This design comes from an exercise in tuning for small area, a short achievable clock period and few clock cycles on the open sky130 flow, not from production work.
No run shown here included a check of the RTL's function; only the layout flow was run.
No activity file was given, so power comes from the tool's default toggle rates.

### flow/config.mk
export PLATFORM = sky130hd
export DESIGN_NAME = buffet_top
export DESIGN_NICKNAME = buffet_top
export VERILOG_FILES = /design/flow/design.v
export SDC_FILE = /design/flow/constraint.sdc
export NUM_CORES = 4
export LEC_CHECK = 0
export ABC_CLOCK_PERIOD_IN_PS = 2400
export CAP_MARGIN = 20
export CORE_MARGIN = 2
export CORE_UTILIZATION = 40
export SETUP_SLACK_MARGIN = 1.9
export SLEW_MARGIN = 20
### flow/constraint.sdc
create_clock -name core_clock -period 4.4 [get_ports {clk}]
set_input_delay 0.8800 -clock core_clock [delete_from_list [all_inputs] [get_ports {clk}]]
set_output_delay 0.8800 -clock core_clock [all_outputs]
set_load 0.01 [all_outputs]
### flow/design.v
package buffet_pkg;
    localparam int DATA_W = 32;
    localparam int ADDR_W = 4;
    localparam int DEPTH = 16;
    localparam int SB_DEPTH = 4;
    typedef logic [DATA_W-1:0] data_t;
    typedef logic [ADDR_W-1:0] idx_t;
    typedef logic [ADDR_W:0] count_t;
    typedef struct packed {
        idx_t offset;
        logic will_update;
        logic is_shrink;
    } read_req_t;
    typedef struct packed {
        logic en;
        idx_t idx;
        data_t data;
    } wr_port_t;
    typedef enum logic {
        RD_IDLE,
        RD_WAIT
    } rd_state_e;
endpackage
`timescale 1ns/1ps
module buffet_window (
    input  logic                clk,
    input  logic                nreset_i,
    input  logic                push_valid_i,
    input  logic                credit_req_i,
    input  logic                shrink_i,
    input  buffet_pkg::idx_t    shrink_amount_i,
    output buffet_pkg::count_t  head_o,
    output buffet_pkg::count_t  tail_o,
    output logic                credit_valid_o,
    output buffet_pkg::count_t  credit_o
);
    buffet_pkg::count_t head_q;
    buffet_pkg::count_t tail_q;
    always_ff @(posedge clk or negedge nreset_i) begin
        if (!nreset_i) begin
            head_q <= '0;
            tail_q <= '0;
        end else begin
            if (push_valid_i) begin
                tail_q <= tail_q + 1'b1;
            end
            if (shrink_i) begin
                head_q <= head_q + buffet_pkg::count_t'(shrink_amount_i);
            end
        end
    end
    assign head_o = head_q;
    assign tail_o = tail_q;
    always_ff @(posedge clk or negedge nreset_i) begin
        if (!nreset_i) begin
            credit_valid_o <= 1'b0;
        end else begin
            credit_valid_o <= credit_req_i;
        end
    end
    always_ff @(posedge clk) begin
        credit_o <= buffet_pkg::count_t'(buffet_pkg::DEPTH) - (tail_q - head_q);
    end
endmodule
`timescale 1ns/1ps
module buffet_update_tracker (
    input  logic                 clk,
    input  logic                 nreset_i,
    input  logic                 update_valid_i,
    input  buffet_pkg::idx_t     update_offset_i,
    input  buffet_pkg::data_t    update_data_i,
    input  buffet_pkg::idx_t     head_i,
    input  buffet_pkg::wr_port_t push_wr_i,
    input  logic                 issue_i,
    input  logic                 issue_wu_i,
    input  buffet_pkg::idx_t     issue_idx_i,
    output logic [buffet_pkg::DEPTH-1:0] pend_o,
    output logic                 wu_room_o,
    output logic [1:0]           ub_v_o,
    output buffet_pkg::idx_t     ub_idx0_o,
    output buffet_pkg::idx_t     ub_idx1_o,
    output logic [1:0]           ub_retire_o,
    output buffet_pkg::wr_port_t ram_wr_o
);
    logic [buffet_pkg::DEPTH-1:0] pend_q;
    logic [buffet_pkg::DEPTH-1:0] pend_clr;
    logic [buffet_pkg::DEPTH-1:0] pend_set;
    logic [1:0] wu_cnt_q;
    logic [1:0] ub_v_q;
    buffet_pkg::idx_t ub_idx_q [2];
    buffet_pkg::data_t ub_data_q [2];
    buffet_pkg::idx_t upd_idx;
    logic [1:0] ub_ins;
    logic [1:0] ub_wr;
    logic [1:0] ub_drop;
    logic [1:0] ub_retire;
    logic retire;
    assign upd_idx = head_i + update_offset_i;
    assign ub_ins[0] = update_valid_i && !ub_v_q[0];
    assign ub_ins[1] = update_valid_i && ub_v_q[0] && !ub_v_q[1];
    assign ub_wr[0] = ub_v_q[0] && !push_wr_i.en;
    assign ub_wr[1] = ub_v_q[1] && !ub_v_q[0] && !push_wr_i.en;
    always_comb begin
        for (int s = 0; s < 2; s++) begin
            ub_drop[s] = ub_v_q[s] && push_wr_i.en && (ub_idx_q[s] == push_wr_i.idx);
        end
    end
    assign ub_retire = ub_wr | ub_drop;
    assign retire = |ub_retire;
    always_ff @(posedge clk or negedge nreset_i) begin
        if (!nreset_i) begin
            ub_v_q <= '0;
        end else begin
            ub_v_q <= (ub_v_q & ~ub_retire) | ub_ins;
        end
    end
    always_ff @(posedge clk) begin
        for (int s = 0; s < 2; s++) begin
            if (ub_ins[s]) begin
                ub_idx_q[s] <= upd_idx;
                ub_data_q[s] <= update_data_i;
            end
        end
    end
    always_ff @(posedge clk or negedge nreset_i) begin
        if (!nreset_i) begin
            wu_cnt_q <= '0;
        end else begin
            if (issue_i && issue_wu_i && !retire) begin
                wu_cnt_q <= {wu_cnt_q[0], 1'b1};
            end else if (!(issue_i && issue_wu_i) && retire) begin
                wu_cnt_q <= {1'b0, wu_cnt_q[1]};
            end
        end
    end
    assign wu_room_o = !wu_cnt_q[1];
    always_comb begin
        for (int i = 0; i < buffet_pkg::DEPTH; i++) begin
            pend_clr[i] = (ub_retire[0] && ub_idx_q[0] == buffet_pkg::idx_t'(i)) ||
                          (ub_retire[1] && ub_idx_q[1] == buffet_pkg::idx_t'(i));
            pend_set[i] = issue_wu_i && issue_idx_i == buffet_pkg::idx_t'(i);
        end
    end
    always_ff @(posedge clk or negedge nreset_i) begin
        if (!nreset_i) begin
            pend_q <= '0;
        end else if (issue_i) begin
            pend_q <= (pend_q & ~pend_clr) | pend_set;
        end else begin
            pend_q <= pend_q & ~pend_clr;
        end
    end
    assign pend_o = pend_q;
    assign ub_v_o = ub_v_q;
    assign ub_idx0_o = ub_idx_q[0];
    assign ub_idx1_o = ub_idx_q[1];
    assign ub_retire_o = ub_retire;
    always_comb begin
        if (push_wr_i.en) begin
            ram_wr_o = push_wr_i;
        end else begin
            ram_wr_o.en = |ub_v_q;
            ram_wr_o.idx = ub_v_q[0] ? ub_idx_q[0] : ub_idx_q[1];
            ram_wr_o.data = ub_v_q[0] ? ub_data_q[0] : ub_data_q[1];
        end
    end
endmodule
`timescale 1ns/1ps
module buffet_read_ctrl #(
    parameter int QD = 3
) (
    input  logic                  clk,
    input  logic                  nreset_i,
    input  logic                  read_valid_i,
    input  buffet_pkg::read_req_t read_req_i,
    input  logic                  read_data_ready_i,
    input  buffet_pkg::count_t    head_i,
    input  buffet_pkg::count_t    tail_i,
    input  logic                  push_valid_i,
    input  logic [buffet_pkg::DEPTH-1:0] pend_i,
    input  logic                  wu_room_i,
    input  logic [1:0]            ub_v_i,
    input  buffet_pkg::idx_t      ub_idx0_i,
    input  buffet_pkg::idx_t      ub_idx1_i,
    input  logic [1:0]            ub_retire_i,
    input  buffet_pkg::data_t     ram_wr_data_i,
    output logic                  read_ready_o,
    output logic                  shrink_o,
    output buffet_pkg::idx_t      shrink_amount_o,
    output logic                  issue_o,
    output logic                  issue_wu_o,
    output buffet_pkg::idx_t      ram_rd_idx_o,
    input  buffet_pkg::data_t     ram_rd_data_i,
    output logic                  read_data_valid_o,
    output buffet_pkg::data_t     read_data_o
);
    localparam int AW = buffet_pkg::ADDR_W;
    typedef struct packed {
        buffet_pkg::count_t pos;
        logic wu;
        logic pd;
        logic blk;
    } entry_t;
    entry_t q_q [QD];
    logic [QD-1:0] q_v_q;
    logic ready_q;
    logic accept;
    logic enq;
    logic issue;
    logic byp_push;
    logic ub_hit;
    entry_t held [QD+1];
    entry_t gone [QD+1];
    entry_t nx_a [QD];
    entry_t nx_b [QD];
    logic [QD-1:0] v_a;
    logic [QD-1:0] v_b;
    buffet_pkg::count_t in_pos;
    buffet_pkg::count_t occ;
    logic [QD:0] retire_hit;
    logic [QD:0] issue_hit;
    logic [QD:0] valid_ext;
    assign read_ready_o = ready_q;
    assign accept = read_valid_i && ready_q;
    assign enq = accept && !read_req_i.is_shrink;
    assign shrink_o = accept && read_req_i.is_shrink;
    assign shrink_amount_o = read_req_i.offset;
    assign byp_push = push_valid_i && (tail_i == q_q[0].pos);
    assign ub_hit = !push_valid_i &&
                    ((ub_v_i[0] && ub_idx0_i == q_q[0].pos[AW-1:0]) ||
                     (!ub_v_i[0] && ub_v_i[1] && ub_idx1_i == q_q[0].pos[AW-1:0]));
    assign issue = q_v_q[0] && (q_q[0].pd || byp_push) && (!q_q[0].blk || ub_hit) &&
                   read_data_ready_i && (!q_q[0].wu || wu_room_i);
    assign issue_o = issue;
    assign issue_wu_o = q_q[0].wu;
    assign ram_rd_idx_o = q_q[0].pos[AW-1:0];
    assign occ = tail_i - head_i;
    assign in_pos = head_i + buffet_pkg::count_t'(read_req_i.offset);
    always_comb begin
        entry_t e;
        for (int i = 0; i <= QD; i++) begin
            if (i < QD) begin
                e = q_q[i];
                e.pd = q_q[i].pd || (push_valid_i && (tail_i == q_q[i].pos));
            end else begin
                e.pos = in_pos;
                e.wu = read_req_i.will_update;
                e.pd = (buffet_pkg::count_t'(read_req_i.offset) < occ) ||
                       (push_valid_i && (buffet_pkg::count_t'(read_req_i.offset) == occ));
                e.blk = pend_i[in_pos[AW-1:0]];
            end
            retire_hit[i] = (ub_retire_i[0] && ub_idx0_i == e.pos[AW-1:0]) ||
                            (ub_retire_i[1] && ub_idx1_i == e.pos[AW-1:0]);
            issue_hit[i] = q_q[0].wu && (q_q[0].pos[AW-1:0] == e.pos[AW-1:0]);
            e.blk = e.blk && !retire_hit[i];
            held[i] = e;
            gone[i] = e;
            gone[i].blk = e.blk || issue_hit[i];
        end
    end
    assign valid_ext = {1'b0, q_v_q};
    always_comb begin
        for (int i = 0; i < QD; i++) begin
            v_b[i] = q_v_q[i] || (enq && (i == 0 || q_v_q[i-1]));
            nx_b[i] = q_v_q[i] ? held[i] : held[QD];
            v_a[i] = valid_ext[i+1] || (enq && q_v_q[i]);
            nx_a[i] = valid_ext[i+1] ? gone[i+1] : gone[QD];
        end
    end
    always_ff @(posedge clk or negedge nreset_i) begin
        if (!nreset_i) begin
            q_v_q <= '0;
            ready_q <= 1'b1;
        end else if (issue) begin
            q_v_q <= v_a;
            ready_q <= !v_a[QD-1];
        end else begin
            q_v_q <= v_b;
            ready_q <= !v_b[QD-1];
        end
    end
    always_ff @(posedge clk) begin
        for (int i = 0; i < QD; i++) begin
            q_q[i] <= issue ? nx_a[i] : nx_b[i];
        end
    end
    always_ff @(posedge clk or negedge nreset_i) begin
        if (!nreset_i) begin
            read_data_valid_o <= 1'b0;
        end else begin
            read_data_valid_o <= issue;
        end
    end
    always_ff @(posedge clk) begin
        if (byp_push || ub_hit) begin
            read_data_o <= ram_wr_data_i;
        end else begin
            read_data_o <= ram_rd_data_i;
        end
    end
endmodule
`timescale 1ns/1ps
module buffet_data_ram (
    input  logic                 clk,
    input  buffet_pkg::wr_port_t wr_i,
    input  buffet_pkg::idx_t     rd_idx_i,
    output buffet_pkg::data_t    rd_data_o
);
    buffet_pkg::data_t mem [buffet_pkg::DEPTH];
    always_ff @(posedge clk) begin
        if (wr_i.en) begin
            mem[wr_i.idx] <= wr_i.data;
        end
    end
    assign rd_data_o = mem[rd_idx_i];
endmodule
`timescale 1ns/1ps
module buffet_top (
    input  logic                  clk,
    input  logic                  nreset_i,
    input  logic                  push_valid_i,
    input  buffet_pkg::data_t     push_data_i,
    input  logic                  credit_req_i,
    output logic                  credit_valid_o,
    output buffet_pkg::count_t    credit_o,
    input  logic                  read_valid_i,
    input  buffet_pkg::read_req_t read_req_i,
    output logic                  read_ready_o,
    output logic                  read_data_valid_o,
    output buffet_pkg::data_t     read_data_o,
    input  logic                  read_data_ready_i,
    input  logic                  update_valid_i,
    input  buffet_pkg::idx_t      update_offset_i,
    input  buffet_pkg::data_t     update_data_i
);
    buffet_pkg::count_t head;
    buffet_pkg::count_t tail;
    logic shrink;
    buffet_pkg::idx_t shrink_amount;
    logic issue;
    logic issue_wu;
    logic [buffet_pkg::DEPTH-1:0] pend;
    logic wu_room;
    logic [1:0] ub_v;
    buffet_pkg::idx_t ub_idx0;
    buffet_pkg::idx_t ub_idx1;
    logic [1:0] ub_retire;
    buffet_pkg::idx_t ram_rd_idx;
    buffet_pkg::data_t ram_rd_data;
    buffet_pkg::wr_port_t push_wr;
    buffet_pkg::wr_port_t ram_wr;
    buffet_window u_window (
        .clk             (clk),
        .nreset_i        (nreset_i),
        .push_valid_i    (push_valid_i),
        .credit_req_i    (credit_req_i),
        .shrink_i        (shrink),
        .shrink_amount_i (shrink_amount),
        .head_o          (head),
        .tail_o          (tail),
        .credit_valid_o  (credit_valid_o),
        .credit_o        (credit_o)
    );
    always_comb begin
        push_wr.en = push_valid_i;
        push_wr.idx = tail[buffet_pkg::ADDR_W-1:0];
        push_wr.data = push_data_i;
    end
    buffet_update_tracker u_tracker (
        .clk             (clk),
        .nreset_i        (nreset_i),
        .update_valid_i  (update_valid_i),
        .update_offset_i (update_offset_i),
        .update_data_i   (update_data_i),
        .head_i          (head[buffet_pkg::ADDR_W-1:0]),
        .push_wr_i       (push_wr),
        .issue_i         (issue),
        .issue_wu_i      (issue_wu),
        .issue_idx_i     (ram_rd_idx),
        .pend_o          (pend),
        .wu_room_o       (wu_room),
        .ub_v_o          (ub_v),
        .ub_idx0_o       (ub_idx0),
        .ub_idx1_o       (ub_idx1),
        .ub_retire_o     (ub_retire),
        .ram_wr_o        (ram_wr)
    );
    buffet_read_ctrl u_read_ctrl (
        .clk               (clk),
        .nreset_i          (nreset_i),
        .read_valid_i      (read_valid_i),
        .read_req_i        (read_req_i),
        .read_data_ready_i (read_data_ready_i),
        .head_i            (head),
        .tail_i            (tail),
        .push_valid_i      (push_valid_i),
        .pend_i            (pend),
        .wu_room_i         (wu_room),
        .ub_v_i            (ub_v),
        .ub_idx0_i         (ub_idx0),
        .ub_idx1_i         (ub_idx1),
        .ub_retire_i       (ub_retire),
        .ram_wr_data_i     (ram_wr.data),
        .read_ready_o      (read_ready_o),
        .shrink_o          (shrink),
        .shrink_amount_o   (shrink_amount),
        .issue_o           (issue),
        .issue_wu_o        (issue_wu),
        .ram_rd_idx_o      (ram_rd_idx),
        .ram_rd_data_i     (ram_rd_data),
        .read_data_valid_o (read_data_valid_o),
        .read_data_o       (read_data_o)
    );
    buffet_data_ram u_ram (
        .clk         (clk),
        .wr_i        (ram_wr),
        .rd_idx_i    (ram_rd_idx),
        .rd_data_o   (ram_rd_data)
    );
endmodule
### flow/run.sh
#!/bin/bash
# synth_recipe.tcl (not shown) runs the flow's synth.tcl, then flattens the netlist and writes it again
# the make line also repeats each setting of config.mk as NAME=value (left out here)
make -C /OpenROAD-flow-scripts/flow DESIGN_CONFIG=/design/flow/config.mk WORK_HOME=/design/flow/orfs CLKGATE_MAP_FILE= SYNTH_SCRIPT=/design/flow/synth_recipe.tcl finish
==> reports/qor.txt, run 1 <==
Top_reg_cell synth: edfxtp_1
Synth async-reset ratio: 11.32%
Reg2reg end: u_ram.mem[0][4]
M2 GR Usage: 27.56%
TNS Setup: 0 ns
Post-Route WL: 14.79 mm
Seq cells post-synth: 159
R2R setup slack: 2.08 ns
Worst hold path type: reg -> reg
Filler instances: 1528
Synth area leaders: edfxtp_1 43%, dfxtp_1 10%, mux2_2 10%
TritonRoute pass-1 iters: 4
Initial Util: 40.68%
Kind of end point of the critical path: register
Part of the power in registers: 41.0%
R2R depth: 3
Die height: 139.2 µm
Area fraction in compound gates after synthesis: 8.784%
GRT overflow: 0
H-tree level count: 4
Final setup fails: 0
WL/cell: 17.18 µm
Synth Cell Area: 0.007307 mm²
Fin nets: 718
Setup CP Type: in -> reg
Non-Filler Instances: 861
RSZ-0062 raised after global routing: no
Min Hold Slack: 0.4839 ns
Post-Synth Adder-Cell Area: 3.390%
Min cycle time layout: 2.409 ns
Post-synthesis cell type count: 42
Final period util: 54.75%
Sw Ratio: 31.26%
Internal power of the cells: 3892 µW
Leakage: 0.003477 µW
EDFF count, synth: 104
Total CTS buffers: 17
N_diodes: 0
Hold endpoint: u_read_ctrl.ready_q
Antenna violations before repair: 1
FMAX: 415.1 MHz
Root buf cell: clkbuf_16
Sw power: 1770 µW
Hold Path Cell Cnt: 1
Setup crit start kind: input port
Clk_skew: 0.007568 ns
GRT met1 Usage: 19.30%
DR vias/cell: 5.180
Hold-fix buffer count after cts: 0
GRT Util Overall: 15.93%
Residual DRC count: 0
Core area: 0.01796 mm²
Clock sinks: 159
Max-cap violations: 0
Clock Latency Late Sink: 0.42 ns
Post-Synth XOR/XNOR Area: 2.397%
GP Congestion: 0.7610
Clock power frac: 25.1%
Power Density: 607.3 mW/mm²
Maximum root-to-sink buffer count: 2
Met3 GRT Util: 3.971%
Synth Area per Inst: 14.70 µm²
Top Ports: 121
Die width: 139.2 µm
Post-route antenna net violation count: 0
Vias: 4460
CP Max Fanout: 27
YS warnings: 66
Status: complete, no violations
CTS tree: yes
Cells after DPL: 819
Post-synthesis net count: 596
Pins Over Slew Limit: 0
Layout cells sized above 1: 28.96%
DP Wirelength: 9.459 mm
Synth-to-Final Area Change: 27.59%
Multiplexer share of the synthesized area: 14.54%
VDD IR-drop max: 272.6 µV
First-pass GRT wire length: 24.09 mm
Total Die Area: 0.01936 mm²
Comb pwr share: 33.9%
Post-synthesis simple-gate area fraction: 8.048%
RR Startpoint: u_tracker.ub_v_q[0]
Post-synth top area share: 42.74%
# rows: 49
Fin. Hold Viols: 0
Largest family of logic cells by synthesized area: multiplexers
Hold_sp: u_read_ctrl.q_v_q[1]
Largest net degree at the start of global routing: 65
Most used routing layer in global routing: met2
Clock Pin Slew Worst Setup and Hold Paths: 0.06 ns
PortBufs: 119
Iteration-0 DRC count of the detailed router: 242
Vias in the first global route: 4680
Required @ worst endpoint: 4.51 ns
Critical Path AT: 2.52 ns
Slew @ Worst Pin: 1.094 ns
Slew Limit Headroom: 27.07%
Seq/Total Area, Yosys: 59.06%
Post-Syn Instances: 497
Post-synth top area cell: edfxtp_1
==> metrics by stage <==
| stage | total power (µW) | util [%] | setup WS [ns] | cell area [µm²] |
|---|---|---|---|---|
| 2_1_floorplan | 3619 | - | 1.983 | 7322 |
| 3_3_place_gp | 4206 | 48.18 | 1.417 | 8655 |
| 3_5_place_dp | 4276 | 48.18 | 1.389 | 8655 |
| 4_1_cts | 5726 | 51.49 | 1.866 | 9249 |
| 5_1_grt | 6011 | 51.90 | 1.881 | 9323 |
| 6_report | 5662 | 51.90 | 1.991 | 9323 |
==> power by group through the flow <==
stage                     clock, µW  sequential [µW]  combinational [µW]
after floorplan                   0             2310                1310
after global placement            0             2340                1860
after detailed placement          0             2360                1920
after CTS                      1460             2330                1930
after global routing           1520             2370                2120
final                          1420             2320                1920
==> cells in the mapped netlist (all sizes together), types with 3 or more instances <==
cell,count
a21oi,5
buf,22
clkbuf,10
dfrtp,17
dfxtp,37
edfxtp,104
fa,3
ha,15
inv,21
mux2,65
mux2i,33
nand2,38
nand3,35
nand4,4
nor2,3
nor2b,3
o21a,3
o21ai,5
o221ai,32
xnor2,11
xor2,9
==> how the worst max path moves through the flow <==
stage	start	to	slack (ns)	cells after the start
final	update_valid_i	u_tracker.ub_data_q[0][19]	1.99	3
after global routing	u_tracker.ub_v_q[0]	u_ram.mem[0][4]	1.88	3
after CTS	u_tracker.ub_v_q[0]	u_ram.mem[0][8]	1.87	4
after detailed placement	push_valid_i	u_ram.mem[0][7]	1.39	4
after global placement	push_valid_i	u_ram.mem[0][7]	1.42	4
after floorplan	push_valid_i	u_ram.mem[0][0]	1.98	4
==> critical path: stages <==
cell and delay, ns:
clkdlybuf4s50_1 0.48, nor2b_4 0.78, buf_4 0.37
==> layout by cell type (no fill, tap or decap), drive strengths merged, types with 2 or more instances in the layout <==
cell type      instances
o21ai                  5
clkdlybuf4s50        118
fa                     3
xor2                   9
ha                    15
or2                    2
a21oi                  6
buf                   16
o21a                   3
nor2b                  3
nand4                  4
a31oi                  2
edfxtp               104
or4                    2
dfrtp                 17
a21o                   2
clkinv                 7
and3b                  2
mux2i                 33
xnor2                 11
o221ai                32
clkbuf                18
bufinv                 2
mux2                  65
nand3                 35
nor2                   3
dfxtp                 37
nand2                 38
a31o                   2
inv                   22
clkinvlp               4
==> repair_timing <==
item	CTS	global route
setup endpoints to repair	85	8
pin swaps	0	0
cloned	1	0
setup buffers	0	9
resized for setup	3	1
==> flip-flops by register name, indices dropped and copies added, names as in the netlist, 2 cells and up <==
register	flops
u_ram.mem	32
u_read_ctrl.q_v_q	3
u_read_ctrl.read_data_o	32
u_tracker.ub_data_q	64
u_tracker.ub_idx_q	8
u_tracker.ub_v_q	2
u_window.credit_o	5
u_window.head_q	5
u_window.tail_q	5
==> kinds of logic (layout without fill, tap and decap cells) <==
group,count (synthesis),in the layout
multiplexers,98,98
AND/OR/NAND/NOR,93,93
AO/OA/AOI/OAI,56,57
flip-flops,159,159
buffers and inverters,53,187
XOR/XNOR,20,20
adder cells (fa/ha/maj),18,18
==> metal layers <==
| metal | up-vias | share of wire (%) |
|---|---|---|
| met5 | - | 0.088 |
| met4 | 2 | 1.6 |
| li1 | 2122 | - |
| met3 | 21 | 4.2 |
| met1 | 2204 | 44 |
| met2 | 111 | 50 |
==> final cells by class <==
| type | count | area [µm²] | share of cell area [%] |
|---|---|---|---|
| clock buffers | 18 | 429.2 | 4.603 |
| clock inverters | 14 | 143.9 | 1.543 |
| inverters | 21 | 78.83 | 0.8455 |
| multi-input cells | 286 | 2760 | 29.61 |
| flip-flops and latches | 159 | 4319 | 46.33 |
| well taps | 229 | 286.5 | 3.073 |
| repair buffers | 134 | 1305 | 14.00 |
==> run 2, diff against run 1 <==
--- a/flow/config.mk
+++ b/flow/config.mk
@@ -6,8 +6,8 @@
 export NUM_CORES = 4
 export LEC_CHECK = 0
-export ABC_CLOCK_PERIOD_IN_PS = 2400
+export ABC_CLOCK_PERIOD_IN_PS = 2200
 export CAP_MARGIN = 20
 export CORE_MARGIN = 2
 export CORE_UTILIZATION = 40
-export SETUP_SLACK_MARGIN = 1.9
+export SETUP_SLACK_MARGIN = 2.1
 export SLEW_MARGIN = 20
==> run 2 against run 1 <==
  * Combinational power is 4% higher
  * Non-clock buffer count fell by 7
  * Critical path type unchanged
  * Still clean on timing, DRC and antenna
  * Wire length up 1.7%
  * Largest power group unchanged
  * Sequential power shrank 3%
  * Flip-flop and latch count stayed put
  * Fmax is 9.8% higher
  * Global-route usage up 0.28 points
==> reports/qor.txt, run 2 <==
Status: complete, no violations
Setup crit start kind: input port
Synth Area per Inst: 14.70 µm²
TritonRoute pass-1 iters: 4
Layout cells sized above 1: 27.64%
Comb pwr share: 34.8%
Most frequent cells after synthesis: 104 x edfxtp_1, 65 x mux2_2, 38 x nand2_1, 37 x dfxtp_1, 33 x mux2i_1
Synth Cell Area: 0.007307 mm²
Maximum root-to-sink buffer count: 2
Setup ws final: 2.207 ns
Vias in the first global route: 4695
Kind of end point of the critical path: register
Count leader, synth: edfxtp_1
Die height: 139.2 µm
Met3 GRT Util: 4.385%
Fin nets: 712
PortBufs: 119
Final setup fails: 0
M2 GR Usage: 27.33%
RR Startpoint: u_tracker.ub_v_q[0]
Post-synthesis cell type count: 42
Total Die Area: 0.01936 mm²
Clock sinks: 159
Vias: 4404
Clk_skew: 0.01077 ns
GRT met1 Usage: 20.22%
Core area: 0.01796 mm²
DR vias/cell: 5.151
VDD IR-drop max: 287.5 µV
Synth async-reset ratio: 11.32%
Biggest register: u_tracker.ub_data_q
Post-route antenna net violation count: 0
Post-synth top area share: 42.74%
Pins Over Slew Limit: 0
WL/cell: 17.59 µm
Post-synthesis net count: 596
Post-synth top area cell: edfxtp_1
Total CTS buffers: 17
Seq cells post-synth: 159
Sw Ratio: 30.39%
Placed instance area: 0.008647 mm²
Clock Pin Slew Worst Setup and Hold Paths: 0.06 ns
Hold endpoint: u_read_ctrl.ready_q
Reg2reg end: u_read_ctrl.read_data_o[20]
Setup CP Type: in -> reg
EDFF count, synth: 104
Min Hold Slack: 0.4856 ns
Seq/Total Area, Yosys: 59.06%
Final Util: 51.96%
Clock power frac: 25.6%
Iteration-0 DRC count of the detailed router: 216
Slew @ Worst Pin: 0.9180 ns
Top_reg_cell synth: edfxtp_1
Slew Limit Headroom: 38.80%
Top Ports: 121
Hold_sp: u_read_ctrl.q_v_q[1]
# rows: 49
Biggest regs: u_tracker.ub_data_q x64, u_ram.mem x32, u_read_ctrl.read_data_o x32
Initial Util: 40.68%
FMAX: 455.9 MHz
Post-Route WL: 15.04 mm
Part of the power in registers: 39.7%
Post-Syn Instances: 497
GRT Util Overall: 16.21%
Final period util: 49.85%
CP Max Fanout: 76
CTS tree: yes
YS warnings: 66
Min cycle time layout: 2.193 ns
Max reg flops: 64
R2R setup slack: 2.36 ns
Post-route cell area: 0.009334 mm²
Worst hold path type: reg -> reg
Antenna violations before repair: 0
Max-cap violations: 0
Hold Path Cell Cnt: 1
First-pass GRT wire length: 24.29 mm
Synth-to-Final Area Change: 27.74%
Max incr delay on CP: 0.52 ns
CP max-delay cell: buf_8
Most used routing layer in global routing: met2
Pre-CTS setup slack: 1.443 ns
CP Cell Sequence: buf_6 > buf_8 > mux2_2
DP Wirelength: 9.322 mm
Clock Latency Late Sink: 0.42 ns
Root buf cell: clkbuf_16
H-tree level count: 4
TNS Setup: 0 ns
Power Density: 611.7 mW/mm²
Largest net degree at the start of global routing: 77
Filler instances: 1526
N_diodes: 0
Fin. Hold Viols: 0
Sw power: 1735 µW
Leakage: 0.003476 µW
GRT overflow: 0
Internal power of the cells: 3974 µW
Residual DRC count: 0
GP Congestion: 0.7694
Die width: 139.2 µm
Synth area leaders: edfxtp_1 43%, dfxtp_1 10%, mux2_2 10%
R2R depth: 5
Critical Path AT: 2.37 ns
RSZ-0062 raised after global routing: no
Required @ worst endpoint: 4.57 ns
Most frequent cells in the layout: 117 x clkdlybuf4s50_1, 104 x edfxtp_1, 65 x mux2_2, 38 x nand2_1, 37 x dfxtp_1
Most common library cell in the layout ignoring fill and taps: clkdlybuf4s50_1
==> run 2: changes by cell type in the layout (fill, tap and decap cells not counted), moves of 2 or more <==
cell	change
buf_4	-11
clkinv_4	-3
clkbuf_8	+4
clkinvlp_4	-3
clkbuf_1	+4
clkbuf_16	+2
==> run 2: worst max path at each step <==
stage / depth (start not counted) / end / from
floorplan: 4 / u_ram.mem[0][0] / push_valid_i
global placement: 4 / u_ram.mem[0][23] / push_valid_i
detailed placement: 4 / u_ram.mem[0][19] / push_valid_i
CTS: 4 / u_tracker.ub_v_q[1] / update_valid_i
global route: 3 / u_ram.mem[0][11] / push_valid_i
finish: 3 / u_ram.mem[0][16] / push_valid_i
==> run 2: layer usage <==
layer,up-vias,part of all wire [%]
li1,2116,-
met1,2180,45
met2,92,49
met3,16,4.1
met4,0,1.4
met5,-,0
==> run 2: what timing repair did <==
item / in CTS / in global routing
buffers inserted: 1 / 0
pin swaps: 1 / 0
endpoints found under the hold margin: 0 / 0
gates resized for setup: 3 / 3
hold buffers: 0 / 0
cloned: 2 / 0
endpoints found under the setup margin: 89 / 29
==> run 2: worst max-delay path, delay by kind of cell <==
| kind | cells | cell delay (ns) |
|---|---|---|
| multiplexers | 1 | 0.41 |
| buffers and inverters | 2 | 0.97 |
==> run 2: area by class of cell <==
type	count	area, µm²	share of cell area, %
flip-flops and latches	159	4317	46.25
multi-input cells	287	2760	29.57
repair buffers	127	1295	13.87
clock buffers	28	549.3	5.885
well taps	229	286.5	3.070
inverters	21	78.83	0.8445
clock inverters	4	47.55	0.5094
==> run 2: kinds of logic after synthesis <==
logic type	Yosys count	synth area share, %
adders and majority gates	18	3.390
xor gates and xnor gates	20	2.397
muxes	98	14.54
buffers and inverters	53	3.784
DFF	159	59.06
and+or+nand+nor	93	8.048
AOI/OAI and AO/OA	56	8.784
==> run 2: stage by stage <==
| stage | power, µW | instances |
|---|---|---|
| CTS | 5766 | 853 |
| global route | 6066 | 855 |
| floorplan | 3619 | 497 |
| finish | 5710 | 855 |
| global placement | 4207 | 818 |
| detailed placement | 4268 | 818 |
==> run 2: power groups by stage <==
stage / clock [µW] / combinational (µW) / sequential (µW)
3_3_place_gp: 0 / 1920 / 2290
4_1_cts: 1500 / 1990 / 2270
2_1_floorplan: 0 / 1310 / 2310
6_report: 1460 / 1990 / 2260
5_1_grt: 1570 / 2190 / 2310
3_5_place_dp: 0 / 1960 / 2300
==> run 3, diff against run 2 <==
--- a/flow/design.v
+++ b/flow/design.v
@@ -196,11 +196,8 @@
 );
     localparam int AW = buffet_pkg::ADDR_W;
-    typedef struct packed {
-        buffet_pkg::count_t pos;
-        logic wu;
-        logic pd;
-        logic blk;
-    } entry_t;
-    entry_t q_q [QD];
+    logic [QD-1:0][buffet_pkg::ADDR_W:0] q_pos_q;
+    logic [QD-1:0] q_wu_q;
+    logic [QD-1:0] q_pd_q;
+    logic [QD-1:0] q_blk_q;
     logic [QD-1:0] q_v_q;
     logic ready_q;
@@ -210,15 +207,20 @@
     logic byp_push;
     logic ub_hit;
-    entry_t held [QD+1];
-    entry_t gone [QD+1];
-    entry_t nx_a [QD];
-    entry_t nx_b [QD];
+    logic [QD:0][buffet_pkg::ADDR_W:0] e_pos;
+    logic [QD:0] e_wu;
+    logic [QD:0] e_pd;
+    logic [QD:0] e_blk_held;
+    logic [QD:0] e_blk_gone;
+    logic [QD:0] retire_hit;
+    logic [QD:0] issue_hit;
+    logic [QD:0] valid_ext;
+    logic [QD-1:0] valid_prev;
+    logic [QD-1:0][buffet_pkg::ADDR_W:0] pos_a;
+    logic [QD-1:0][buffet_pkg::ADDR_W:0] pos_b;
+    logic [QD-1:0] wu_a, wu_b, pd_a, pd_b, blk_a, blk_b;
     logic [QD-1:0] v_a;
     logic [QD-1:0] v_b;
     buffet_pkg::count_t in_pos;
     buffet_pkg::count_t occ;
-    logic [QD:0] retire_hit;
-    logic [QD:0] issue_hit;
-    logic [QD:0] valid_ext;
     assign read_ready_o = ready_q;
     assign accept = read_valid_i && ready_q;
@@ -226,44 +228,51 @@
     assign shrink_o = accept && read_req_i.is_shrink;
     assign shrink_amount_o = read_req_i.offset;
-    assign byp_push = push_valid_i && (tail_i == q_q[0].pos);
+    assign byp_push = push_valid_i && (tail_i == q_pos_q[0]);
     assign ub_hit = !push_valid_i &&
-                    ((ub_v_i[0] && ub_idx0_i == q_q[0].pos[AW-1:0]) ||
-                     (!ub_v_i[0] && ub_v_i[1] && ub_idx1_i == q_q[0].pos[AW-1:0]));
-    assign issue = q_v_q[0] && (q_q[0].pd || byp_push) && (!q_q[0].blk || ub_hit) &&
-                   read_data_ready_i && (!q_q[0].wu || wu_room_i);
+                    ((ub_v_i[0] && ub_idx0_i == q_pos_q[0][AW-1:0]) ||
+                     (!ub_v_i[0] && ub_v_i[1] && ub_idx1_i == q_pos_q[0][AW-1:0]));
+    assign issue = q_v_q[0] && (q_pd_q[0] || byp_push) && (!q_blk_q[0] || ub_hit) &&
+                   read_data_ready_i && (!q_wu_q[0] || wu_room_i);
     assign issue_o = issue;
-    assign issue_wu_o = q_q[0].wu;
-    assign ram_rd_idx_o = q_q[0].pos[AW-1:0];
+    assign issue_wu_o = q_wu_q[0];
+    assign ram_rd_idx_o = q_pos_q[0][AW-1:0];
     assign occ = tail_i - head_i;
     assign in_pos = head_i + buffet_pkg::count_t'(read_req_i.offset);
     always_comb begin
-        entry_t e;
+        logic blk;
         for (int i = 0; i <= QD; i++) begin
             if (i < QD) begin
-                e = q_q[i];
-                e.pd = q_q[i].pd || (push_valid_i && (tail_i == q_q[i].pos));
+                e_pos[i] = q_pos_q[i];
+                e_wu[i] = q_wu_q[i];
+                e_pd[i] = q_pd_q[i] || (push_valid_i && (tail_i == q_pos_q[i]));
+                blk = q_blk_q[i];
             end else begin
-                e.pos = in_pos;
-                e.wu = read_req_i.will_update;
-                e.pd = (buffet_pkg::count_t'(read_req_i.offset) < occ) ||
-                       (push_valid_i && (buffet_pkg::count_t'(read_req_i.offset) == occ));
-                e.blk = pend_i[in_pos[AW-1:0]];
+                e_pos[i] = in_pos;
+                e_wu[i] = read_req_i.will_update;
+                e_pd[i] = (buffet_pkg::count_t'(read_req_i.offset) < occ) ||
+                          (push_valid_i && (buffet_pkg::count_t'(read_req_i.offset) == occ));
+                blk = pend_i[in_pos[AW-1:0]];
             end
-            retire_hit[i] = (ub_retire_i[0] && ub_idx0_i == e.pos[AW-1:0]) ||
-                            (ub_retire_i[1] && ub_idx1_i == e.pos[AW-1:0]);
-            issue_hit[i] = q_q[0].wu && (q_q[0].pos[AW-1:0] == e.pos[AW-1:0]);
-            e.blk = e.blk && !retire_hit[i];
-            held[i] = e;
-            gone[i] = e;
-            gone[i].blk = e.blk || issue_hit[i];
+            retire_hit[i] = (ub_retire_i[0] && ub_idx0_i == e_pos[i][AW-1:0]) ||
+                            (ub_retire_i[1] && ub_idx1_i == e_pos[i][AW-1:0]);
+            issue_hit[i] = q_wu_q[0] && (q_pos_q[0][AW-1:0] == e_pos[i][AW-1:0]);
+            e_blk_held[i] = blk && !retire_hit[i];
+            e_blk_gone[i] = e_blk_held[i] || issue_hit[i];
         end
     end
     assign valid_ext = {1'b0, q_v_q};
+    assign valid_prev = {q_v_q[QD-2:0], 1'b1};
     always_comb begin
         for (int i = 0; i < QD; i++) begin
-            v_b[i] = q_v_q[i] || (enq && (i == 0 || q_v_q[i-1]));
-            nx_b[i] = q_v_q[i] ? held[i] : held[QD];
+            v_b[i] = q_v_q[i] || (enq && valid_prev[i]);
+            pos_b[i] = q_v_q[i] ? e_pos[i] : e_pos[QD];
+            wu_b[i] = q_v_q[i] ? e_wu[i] : e_wu[QD];
+            pd_b[i] = q_v_q[i] ? e_pd[i] : e_pd[QD];
+            blk_b[i] = q_v_q[i] ? e_blk_held[i] : e_blk_held[QD];
             v_a[i] = valid_ext[i+1] || (enq && q_v_q[i]);
-            nx_a[i] = valid_ext[i+1] ? gone[i+1] : gone[QD];
+            pos_a[i] = valid_ext[i+1] ? e_pos[i+1] : e_pos[QD];
+            wu_a[i] = valid_ext[i+1] ? e_wu[i+1] : e_wu[QD];
+            pd_a[i] = valid_ext[i+1] ? e_pd[i+1] : e_pd[QD];
+            blk_a[i] = valid_ext[i+1] ? e_blk_gone[i+1] : e_blk_gone[QD];
         end
     end
@@ -281,6 +290,14 @@
     end
     always_ff @(posedge clk) begin
-        for (int i = 0; i < QD; i++) begin
-            q_q[i] <= issue ? nx_a[i] : nx_b[i];
+        if (issue) begin
+            q_pos_q <= pos_a;
+            q_wu_q <= wu_a;
+            q_pd_q <= pd_a;
+            q_blk_q <= blk_a;
+        end else begin
+            q_pos_q <= pos_b;
+            q_wu_q <= wu_b;
+            q_pd_q <= pd_b;
+            q_blk_q <= blk_b;
         end
     end
--- a/flow/config.mk
+++ b/flow/config.mk
@@ -6,8 +6,8 @@
 export NUM_CORES = 4
 export LEC_CHECK = 0
-export ABC_CLOCK_PERIOD_IN_PS = 2200
+export ABC_CLOCK_PERIOD_IN_PS = 2400
 export CAP_MARGIN = 20
 export CORE_MARGIN = 2
 export CORE_UTILIZATION = 40
-export SETUP_SLACK_MARGIN = 2.1
+export SETUP_SLACK_MARGIN = 1.9
 export SLEW_MARGIN = 20
==> run 3 against run 2 <==
  * Wire length rose to 4.4 times the previous value
  * First-iteration DRC count rose to 4.7 times the previous value
  * Non-clock buffer count rose by 136
  * Worst setup slack got worse by 0.55 ns
  * Combinational power rose to 4.6 times the previous value
  * Clock skew rose by 0.012 ns
  * Area after synthesis rose to 3.8 times the previous value
  * Largest cell class unchanged
  * Flip-flop and latch count rose by 526
  * Worst hold slack got worse by 0.018 ns
==> reports/qor.txt, run 3 <==
Fin. Hold Viols: 0
Internal power of the cells: 16960 µW
Final setup fails: 0
Synth area leaders: edfxtp_1 64%, mux4_2 13%, dfxtp_1 4.3%
Min cycle time layout: 2.745 ns
Post-synthesis cell type count: 68
Sw Ratio: 31.80%
Top_reg_cell synth: edfxtp_1
Comb pwr share: 36.4%
Hold Path Cell Cnt: 2
First-pass GRT wire length: 99.46 mm
Critical Path AT: 3.24 ns
Synth-to-Final Area Change: 23.24%
Synth Cell Area: 0.02771 mm²
PortBufs: 120
Die width: 267.2 µm
Seq/Total Area, Yosys: 71.46%
Post-route antenna net violation count: 0
Tot Pwr: 24870 µW
Synth Area per Inst: 18.67 µm²
CP Max Fanout: 6
CP Cell Sequence: clkdlybuf4s50_1 > ha_4 > xor2_4 > mux4_2 > mux2i_1 > a311oi_1 > a32oi_2 > nor2_1 > o31a_1
R2R depth: 8
Slew @ Worst Pin: 0.8609 ns
Slew Limit Headroom: 42.61%
Max-cap violations: 0
Total Die Area: 0.07139 mm²
Max reg flops: 512
H-tree level count: 3
Most common library cell in the layout ignoring fill and taps: edfxtp_1
CTS tree: yes
Most frequent cells after synthesis: 590 x edfxtp_1, 164 x mux4_2, 80 x nand2_1, 59 x dfxtp_1, 58 x o21ai_0
TritonRoute pass-1 iters: 5
Final period util: 62.38%
Layout cells sized above 1: 31.01%
Required @ worst endpoint: 4.90 ns
Clock sinks: 685
# rows: 96
Biggest regs: u_ram.mem x512, u_tracker.ub_data_q x64, u_read_ctrl.read_data_o x32
Leakage: 0.01159 µW
WL/cell: 24.29 µm
R2R setup slack: 1.66 ns
Post-Route WL: 66.08 mm
Seq cells post-synth: 685
RSZ-0062 raised after global routing: yes
FMAX: 364.4 MHz
Antenna violations before repair: 0
Top Ports: 121
Post-synthesis net count: 1586
Worst hold path type: reg -> reg
Reg2reg end: u_read_ctrl.q_blk_q[2]
Power Density: 728.5 mW/mm²
Max incr delay on CP: 0.52 ns
Maximum root-to-sink buffer count: 3
DP Wirelength: 37.73 mm
GP Congestion: 0.8384
Post-synth top area cell: edfxtp_1
Most frequent cells in the layout: 590 x edfxtp_1, 164 x mux4_2, 116 x clkdlybuf4s50_1, 114 x buf_4, 76 x clkbuf_16
VDD IR-drop max: 511.6 µV
Synth async-reset ratio: 5.255%
N_diodes: 0
Clock power frac: 24.6%
Hold endpoint: u_read_ctrl.q_wu_q[2]
Vias in the first global route: 15.55k
CP max-delay cell: clkdlybuf4s50_1
Family with the most delay on the worst path: compound AO/OA/AOI/OAI gates
TNS Setup: 0 ns
Kind of end point of the critical path: register
Clock Latency Late Sink: 0.61 ns
Fin nets: 1833
Clock Pin Slew Worst Setup and Hold Paths: 0.06 ns
Post-synth top area share: 63.94%
Largest net degree at the start of global routing: 57
Setup crit start kind: input port
Core area: 0.06859 mm²
DR vias/cell: 5.346
Residual DRC count: 0
GRT overflow: 0
Root buf cell: clkbuf_16
Sw power: 7911 µW
YS warnings: 7
Clk_skew: 0.02274 ns
Total CTS buffers: 74
Initial Util: 40.40%
Hold_sp: u_read_ctrl.q_wu_q[2]
GRT Util Overall: 18.98%
Setup CP Type: in -> reg
Part of the power in registers: 38.9%
Biggest register: u_ram.mem
Status: complete, no violations
Die height: 267.2 µm
Post-Syn Instances: 1484
Vias: 14.55k
Hold-fix buffer count after cts: 0
Iteration-0 DRC count of the detailed router: 1025
Worst Path Buf+Inv: 1
EDFF count, synth: 590
Count leader, synth: edfxtp_1
Pins Over Slew Limit: 0
RR Startpoint: u_window.head_q[0]
[run 3: changes by cell type after synthesis, moves of 22 or more]
cell	before	now
clkbuf_1	10	51
dfxtp_1	37	59
edfxtp_1	104	590
mux2_2	65	38
mux4_2	0	164
nand2_1	38	80
nand3_2	28	0
nor2_1	3	40
o21ai_0	5	58
o221ai_2	32	0
xor2_1	9	57
[run 3: through the flow]
stage	instance area (µm²)	util, %	worst slack, ns	hold WS, ns	cells
floorplan	28080	-	1.368	0.4254	1484
global placement	30720	44.79	0.3622	0.4369	2520
detailed placement	30720	44.79	0.2771	0.4485	2520
CTS	33880	49.40	1.590	0.4615	2709
global route	34150	49.79	1.542	0.5201	2721
finish	34150	49.79	1.655	0.4672	2721
[run 3: metal layers]
metal / part of all wire [%] / vias to the layer above / track usage, %
met2: 50 / 377 / 31.76
met1: 43 / 7643 / 25.39
met5: 0 / - / 0
li1: - / 6427 / -
met3: 4.4 / 99 / 2.915
met4: 2.4 / 0 / 6.438
[run 3: power groups by stage]
stage	sequential [µW]	clock (µW)	combinational, µW
after floorplan	9260	0	5870
final	9680	6130	9070
after CTS	9680	6280	8970
after global routing	9810	6520	9770
after global placement	10000	0	7760
after detailed placement	10100	0	7890
[run 3: worst reg2reg max path, cell delays in order (launching register included)]
cell	delay (ns)
dfrtp_2	0.43
ha_4	0.17
fa_2	0.66
mux4_2	0.54
mux2i_1	0.14
a311oi_1	0.08
a32oi_2	0.29
nor2_1	0.08
o31a_1	0.26
[run 3: timing repair]
action                                 4_1_cts  5_1_grt
endpoints found under the hold margin        0        0
pin swaps                                   21       14
setup endpoints to repair                  458      157
resized for setup                           53       35
cloned                                       1        0
setup buffers                               53       12
[run 3: cell type report]
type	instances	area, µm²
clock buffer	103	2073
clock inverter	32	329.1
fill	5619	34440
inverter	28	117.6
multi-input combinational	679	8028
sequential	685	19830
tap	931	1165
timing repair buffer	263	2609
[run 3: worst max path at each step]
stage          depth (start not counted)     startpoint  slack, ns                     end
2_1_floorplan                          9  read_req_i[2]       1.37  u_read_ctrl.q_blk_q[0]
3_3_place_gp                           9  read_req_i[2]       0.36  u_read_ctrl.q_blk_q[0]
3_5_place_dp                           9  read_req_i[2]       0.28  u_read_ctrl.q_blk_q[2]
4_1_cts                                9  read_req_i[4]       1.59  u_read_ctrl.q_blk_q[2]
5_1_grt                                9  read_req_i[4]       1.54  u_read_ctrl.q_blk_q[2]
6_report                               9  read_req_i[4]       1.66  u_read_ctrl.q_blk_q[2]
[run 3: kinds of logic after synthesis]
group	after synthesis	synth area share, %
muxes	243	16.36
adders and majority gates	22	1.066
AOI/OAI and AO/OA	144	3.513
xor gates and xnor gates	83	2.624
and+or+nand+nor	187	3.206
DFF	685	71.46
buffers and inverters	120	1.775
==> run 4, diff against run 3 <==
--- a/flow/config.mk
+++ b/flow/config.mk
@@ -6,8 +6,8 @@
 export NUM_CORES = 4
 export LEC_CHECK = 0
-export ABC_CLOCK_PERIOD_IN_PS = 2400
+export ABC_CLOCK_PERIOD_IN_PS = 2200
 export CAP_MARGIN = 20
 export CORE_MARGIN = 2
 export CORE_UTILIZATION = 40
-export SETUP_SLACK_MARGIN = 1.9
+export SETUP_SLACK_MARGIN = 2.1
 export SLEW_MARGIN = 20
==> run 4 against run 3 <==
  * Critical path depth unchanged
  * Sequential share of layout area fell by 1.8 points
  * Clock skew about the same
  * Non-clock buffer count grew 50
  * Area after synthesis unchanged
  * Register-to-register slack got worse by 0.09 ns
  * Wire length increased by 5.4%
  * Worst setup slack got worse by 0.092 ns
  * Design area increased by 3.3%
  * Sequential power decreased by 1%
  * First-iteration DRC count rose by 28%
==> reports/qor.txt, run 4 <==
Synth area leaders: edfxtp_1 64%, mux4_2 13%, dfxtp_1 4.3%
Post-route cell area: 0.03527 mm²
Pins Over Slew Limit: 0
Die height: 267.2 µm
DP Wirelength: 36.92 mm
Clock Pin Slew Worst Setup and Hold Paths: 0.06 ns
FMAX: 352.5 MHz
CTS tree: yes
Fin. Hold Viols: 0
R2R setup slack: 1.56 ns
N_diodes: 0
Register cell area after layout: 0.01982 mm²
Fin nets: 1883
Max reg flops: 512
Slew @ Worst Pin: 1.186 ns
Clock sinks: 685
Total Die Area: 0.07139 mm²
Total CTS buffers: 74
Post-Route M1 WL: 29.35 mm
Synth Area per Inst: 18.67 µm²
Core area: 0.06859 mm²
Biggest regs: u_ram.mem x512, u_tracker.ub_data_q x64, u_read_ctrl.read_data_o x32
Clock Latency Late Sink: 0.61 ns
DR top layer: met5
Layout cells sized above 1: 35.47%
Post-synthesis cell type count: 68
Required @ worst endpoint: 4.87 ns
Post-route antenna net violation count: 0
Antenna violations before repair: 4
Maximum root-to-sink buffer count: 3
RSZ-0062 raised after global routing: yes
TritonRoute pass-1 iters: 7
Min cycle time layout: 2.837 ns
Leakage: 0.01221 µW
Critical Path AT: 3.30 ns
Post-Route WL: 69.67 mm
Synth async-reset ratio: 5.255%
Final setup fails: 0
Reg2reg end: u_read_ctrl.q_blk_q[0]
Max-cap violations: 0
Met2 wire length: 34.24 mm
Placed instance area: 0.03069 mm²
DR vias/cell: 5.450
Most frequent cells in the layout: 590 x edfxtp_1, 164 x mux4_2, 115 x buf_4, 79 x clkbuf_16, 75 x clkdlybuf4s50_1
CP Max Fanout: 5
Status: complete, no violations
Top_reg_cell synth: edfxtp_1
VDD IR-drop max: 506.4 µV
Initial Util: 40.40%
Biggest register: u_ram.mem
GRT overflow: 0
Met3 WL: 4.123 mm
Post-synth top area cell: edfxtp_1
Setup CP Type: reg -> reg
Most frequent cells after synthesis: 590 x edfxtp_1, 164 x mux4_2, 80 x nand2_1, 59 x dfxtp_1, 58 x o21ai_0
YS warnings: 7
Most common library cell in the layout ignoring fill and taps: edfxtp_1
Setup crit start kind: register
Power Density: 740.5 mW/mm²
Synth Cell Area: 0.02771 mm²
Setup ws final: 1.563 ns
Synth-to-Final Area Change: 27.28%
Slew Limit Headroom: 20.39%
EDFF count, synth: 590
GRT Util Overall: 19.47%
Seq/Total Area, Yosys: 71.46%
RR Startpoint: u_window.head_q[1]
Vias in the first global route: 15.82k
Post-synth top area share: 63.94%
Clk_skew: 0.02285 ns
PortBufs: 120
Post-synthesis net count: 1586
Die width: 267.2 µm
Pre-CTS setup slack: 0.5246 ns
GP Congestion: 0.8233
Final period util: 64.48%
H-tree level count: 3
First-pass GRT wire length: 101.2 mm
Worst hold path type: in -> async
Count leader, synth: edfxtp_1
Kind of end point of the critical path: register
Post-Syn Instances: 1484
Largest net degree at the start of global routing: 45
Vias: 15.11k
Root buf cell: clkbuf_16
Filler instances: 5460
Seq cells post-synth: 685
Iteration-0 DRC count of the detailed router: 1314
Top Ports: 121
TNS Setup: 0 ns
Area of the multi-input gates: 0.008423 mm²
# rows: 96
WL/cell: 25.13 µm
R2R depth: 9
Residual DRC count: 0
run 4: cell count changes in the layout (fill, tap and decap cells not counted), moves of 5 or more:
| cell | change |
|---|---|
| dlygate4sd2_1 | +38 |
| mux2_4 | +32 |
| mux2_2 | -32 |
| buf_12 | +10 |
| o21ai_2 | +9 |
| o21ai_1 | +8 |
| o21ai_0 | -17 |
| nand2_1 | -7 |
| clkdlybuf4s50_1 | -41 |
| nand2_2 | +7 |
| buf_6 | +30 |
| nand3_4 | +5 |
run 4: how the worst max path moves through the flow:
stage / startpoint / cells past startpoint / to
after global placement: read_req_i[2] / 9 / u_read_ctrl.q_blk_q[0]
after CTS: u_window.head_q[0] / 8 / u_read_ctrl.q_blk_q[0]
final: u_window.head_q[1] / 9 / u_read_ctrl.q_blk_q[0]
after detailed placement: read_req_i[2] / 9 / u_read_ctrl.q_blk_q[0]
after global routing: u_window.head_q[1] / 9 / u_read_ctrl.q_blk_q[0]
after floorplan: read_req_i[2] / 9 / u_read_ctrl.q_blk_q[0]
run 4: where the power goes:
part	total, µW	switching (µW)	internal, µW
clock	6210	2480	3730
combinational	10300	5100	5230
sequential	9570	801	8770
total	26100	8380	17700
run 4: critical path, stage by stage, from the launching register on:
cell      delay (ns)
dfrtp_2         0.44
buf_12          0.14
fa_2            0.69
mux4_2          0.54
mux2i_2         0.19
a311oi_2        0.06
a32oi_2         0.22
buf_4           0.17
a311o_1         0.17
o211ai_1        0.08
run 4: routing by layer:
layer | up-vias | track usage [%]
met1 | 7884 | 26.42
met2 | 536 | 31.88
met3 | 138 | 3.319
met5 | - | 0
met4 | 6 | 6.742
li1 | 6544 | -
run 4: logic make-up after synthesis:
family	synth area share [%]
XOR/XNOR	2.624
flip-flops	71.46
AND/OR/NAND/NOR	3.206
adder cells (fa/ha/maj)	1.066
AO/OA/AOI/OAI	3.513
multiplexers	16.36
buffers and inverters	1.775
run 4: layout make-up:
| cell class | instances | share of cell area [%] |
|---|---|---|
| timing repair buffer | 313 | 9.288 |
| inverter | 28 | 0.3406 |
| tap | 931 | 3.303 |
| clock buffer | 104 | 5.914 |
| clock inverter | 32 | 1.061 |
| multi-input combinational | 679 | 23.88 |
| sequential | 685 | 56.21 |
run 4: timing repair:
item | 4_1_cts | 5_1_grt
setup buffers | 105 | 15
endpoints found under the setup margin | 1008 | 320
cloned | 2 | 4
hold buffers | 0 | 0
resized for setup | 162 | 105
pin swaps | 42 | 38
run 4: stage by stage:
step           hold slack [ns]  instances  utilization (%)  power, µW
2_1_floorplan           0.4254       1484                -      15180
3_3_place_gp            0.4399       2509            44.75      17810
3_5_place_dp            0.4603       2509            44.75      17950
4_1_cts                 0.4030       2752            50.46      25490
5_1_grt                 0.4418       2772            51.42      27290
6_report                0.4191       2772            51.42      26120
==> run 5, diff against run 4 <==
==> flow/flow/run.sh (new file) <==
#!/bin/bash
# The standard layout, with sizing free to change a cell's footprint
# and buf_4 cells as the port buffers. make's output goes to make.log;
# each ORFS step keeps its own log under orfs/logs
set -euo pipefail
bash standard.sh MATCH_CELL_FOOTPRINT=0 "BUFFER_PORTS_ARGS=-buffer_cell sky130_fd_sc_hd__buf_4" finish > make.log 2>&1
==> flow/standard.sh (new file) <==
#!/bin/bash
# synth_recipe.tcl (not shown) runs the flow's synth.tcl, then flattens the netlist and writes it again
# the make line also repeats each setting of config.mk as NAME=value (left out here)
make -C /OpenROAD-flow-scripts/flow DESIGN_CONFIG=/design/flow/config.mk WORK_HOME=/design/flow/orfs CLKGATE_MAP_FILE= SYNTH_SCRIPT=/design/flow/synth_recipe.tcl "${@:-finish}"
removed: flow/run.sh
==> run 5 against run 4 <==
  * Core utilization down 0.43 points
  * Critical path depth shrank 1
  * Sequential power is essentially flat
  * Register-to-register slack better by 0.13 ns
  * Via count shrank 1.0%
  * Die area unchanged
  * Fmax grew 4.7%
  * First-iteration DRC count fell by 2.8%
  * Design area is 0.83% lower
  * Clock power increased by 0.8%
  * Synthesized cell count unchanged
  * Worst setup slack gained 0.13 ns
  * Largest power group unchanged
==> reports/qor.txt, run 5 <==
Synth Area per Inst: 18.67 µm²
Most common library cell in the layout ignoring fill and taps: edfxtp_1
Maximum root-to-sink buffer count: 3
Vias: 14.95k
CTS tree: yes
Biggest regs: u_ram.mem x512, u_tracker.ub_data_q x64, u_read_ctrl.read_data_o x32
Synth Cell Area: 0.02771 mm²
GRT Util Overall: 19.22%
N_diodes: 0
First-pass GRT wire length: 100.1 mm
DP Wirelength: 37.52 mm
Power Density: 742.8 mW/mm²
Worst hold path type: in -> async
VDD IR-drop max: 429.5 µV
Post-synth top area cell: edfxtp_1
Top Ports: 121
Synth-to-Final Area Change: 26.22%
RR Startpoint: u_window.head_q[0]
Critical Path Source: u_window.head_q[0]
Fin. Hold Viols: 0
TritonRoute pass-1 iters: 5
R2R setup slack: 1.69 ns
Post-route antenna net violation count: 0
GRT overflow: 0
Fin nets: 1875
Max reg flops: 512
Post-Syn Instances: 1484
Top_reg_cell synth: edfxtp_1
Tot Pwr: 25980 µW
Slew Limit Headroom: 40.42%
Setup crit start kind: register
Die height: 267.2 µm
FMAX: 368.9 MHz
Root buf cell: clkbuf_16
Count leader, synth: edfxtp_1
RSZ-0062 raised after global routing: yes
Clock Pin Slew Worst Setup and Hold Paths: 0.06 ns
Seq/Total Area, Yosys: 71.46%
Residual DRC count: 0
Critical Path AT: 3.18 ns
Post-synthesis cell type count: 68
Biggest register: u_ram.mem
# rows: 96
Vias in the first global route: 15.62k
Synth async-reset ratio: 5.255%
Setup CP Type: reg -> reg
Crit path capture: u_read_ctrl.q_blk_q[0]
TNS Setup: 0 ns
H-tree level count: 3
Initial Util: 40.40%
Seq cells post-synth: 685
Hold-fix buffer count after cts: 0
Non-Filler Instances: 2765
Min Hold Slack: 0.2364 ns
Post-synth top area share: 63.94%
Layout cells sized above 1: 41.55%
Slew @ Worst Pin: 0.8937 ns
CP Max Fanout: 7
Max-cap violations: 0
Status: complete, no violations
Largest net degree at the start of global routing: 54
Core area: 0.06859 mm²
Final period util: 61.60%
Iteration-0 DRC count of the detailed router: 1277
Clock Latency Late Sink: 0.63 ns
YS warnings: 7
Min cycle time layout: 2.711 ns
Kind of end point of the critical path: register
Pins Over Slew Limit: 0
Cells after DPL: 2501
Required @ worst endpoint: 4.87 ns
WL/cell: 24.69 µm
Clk_skew: 0.02622 ns
Die width: 267.2 µm
GP Congestion: 0.8525
EDFF count, synth: 590
Antenna violations before repair: 0
DR vias/cell: 5.407
PortBufs: 120
Post-route cell area: 0.03497 mm²
Post-Route WL: 68.28 mm
Reg2reg end: u_read_ctrl.q_blk_q[0]
Clock sinks: 685
Placed instance area: 0.03039 mm²
Total CTS buffers: 75
Most frequent cells after synthesis: 590 x edfxtp_1, 164 x mux4_2, 80 x nand2_1, 59 x dfxtp_1, 58 x o21ai_0
Final setup fails: 0
Most frequent cells in the layout: 590 x edfxtp_1, 236 x buf_4, 164 x mux4_2, 84 x clkbuf_16, 66 x nand2_1
Post-synthesis net count: 1586
Synth area leaders: edfxtp_1 64%, mux4_2 13%, dfxtp_1 4.3%
R2R depth: 8
Leakage: 0.01222 µW
Total Die Area: 0.07139 mm²
## run 5: worst min path at each step
stage / to / slack (ns) / cells after the start
floorplan: u_read_ctrl.q_wu_q[2] / 0.43 / 2
global placement: u_read_ctrl.q_wu_q[2] / 0.44 / 2
detailed placement: u_read_ctrl.q_wu_q[2] / 0.46 / 2
CTS: u_window.credit_valid_o / 0.22 / 1
global route: u_window.credit_valid_o / 0.25 / 1
finish: u_window.credit_valid_o / 0.24 / 1
## run 5: routing by layer
layer | share of wire, % | track usage [%] | routed length, µm | vias up
li1 | - | - | - | 6513
met1 | 42 | 25.58 | 28390 | 7850
met2 | 50 | 31.95 | 34410 | 472
met3 | 5.8 | 3.880 | 3935 | 115
met4 | 2.3 | 5.785 | 1543 | 0
met5 | 0 | 0 | 0 | -
## run 5: area by class of cell
cell class              count  area, µm²
fillers                  5514      33610
flip-flops and latches    685      19820
multi-input cells         681       8456
repair buffers            302       2910
clock buffers              99       2120
well taps                 931       1165
clock inverters            39      382.9
inverters                  28      117.6
## run 5: kinds of logic (layout without fill, tap and decap cells)
kind of cell / Yosys count / after routing / share of synthesized area, %
DFF: 685 / 685 / 71.46
muxes: 243 / 243 / 16.36
and+or+nand+nor: 187 / 188 / 3.206
AOI/OAI and AO/OA: 144 / 145 / 3.513
buffers and inverters: 120 / 468 / 1.775
xor gates and xnor gates: 83 / 83 / 2.624
adders and majority gates: 22 / 22 / 1.066
## run 5: stage by stage
step,setup WS (ns),util (%)
global route,1.579,50.99
detailed placement,0.7035,44.30
global placement,0.7150,44.29
CTS,1.635,50.04
finish,1.689,50.99
floorplan,1.368,-
## run 5: critical path, cell delays in order (launching register included)
cell      delay (ns)
dfrtp_2         0.42
ha_4            0.17
fa_2            0.67
mux4_2          0.54
mux2i_1         0.15
a311oi_1        0.08
a32oi_2         0.26
a311o_1         0.20
o211ai_1        0.08
## run 5: report_power, final
group          switching, µW  internal (µW)  leakage, µW
registers                828           8770      0.00634
clock network           2590           3660      0.00123
logic                   5020           5110      0.00465
## run 5: repair_timing
action                                  in CTS  in global routing
gates cloned                                 8                  4
endpoints found under the hold margin        0                  0
buffers inserted                            87                 27
pin swaps                                   49                 32
gates resized for setup                    113                 74
endpoints found under the setup margin     719                333

-- separate check: timing with driven ports --
The flow's constraints put no driver on any port. The routed layouts listed below were extracted and timed again, unchanged, in two steps. Step 1 assumes that a clkbuf_16 drives the clock port and a buf_2 every other input. Step 2 moves the port delays by t, midway between the first and last clock arrival at a register: inputs arrive t later, outputs are due t later. That takes back most of the time a late clock gives input paths. Three values: no drivers, after step 1, after step 2; two values: the first two.
run | t (ns) | setup slack, ns | worst slew at a driven data input, ns
run 1 | 0.459 | 1.991 / 1.980 / 1.549 | 0.06
run 2 | 0.456 | 2.207 / 2.177 / 1.744 | 0.06
run 3 | 0.661 | 1.655 / 1.661 / 1.034 | 0.05
run 4 | 0.663 | 1.563 / 1.563 / 0.982 | 0.08
run 5 | 0.681 | 1.689 / 1.689 / 1.076 | 0.05
After both steps setup and hold are still met in every run listed. For run 3, which loses most, drivers alone change the setup slack by +0.006 ns; drivers and shift together by -0.621 ns.
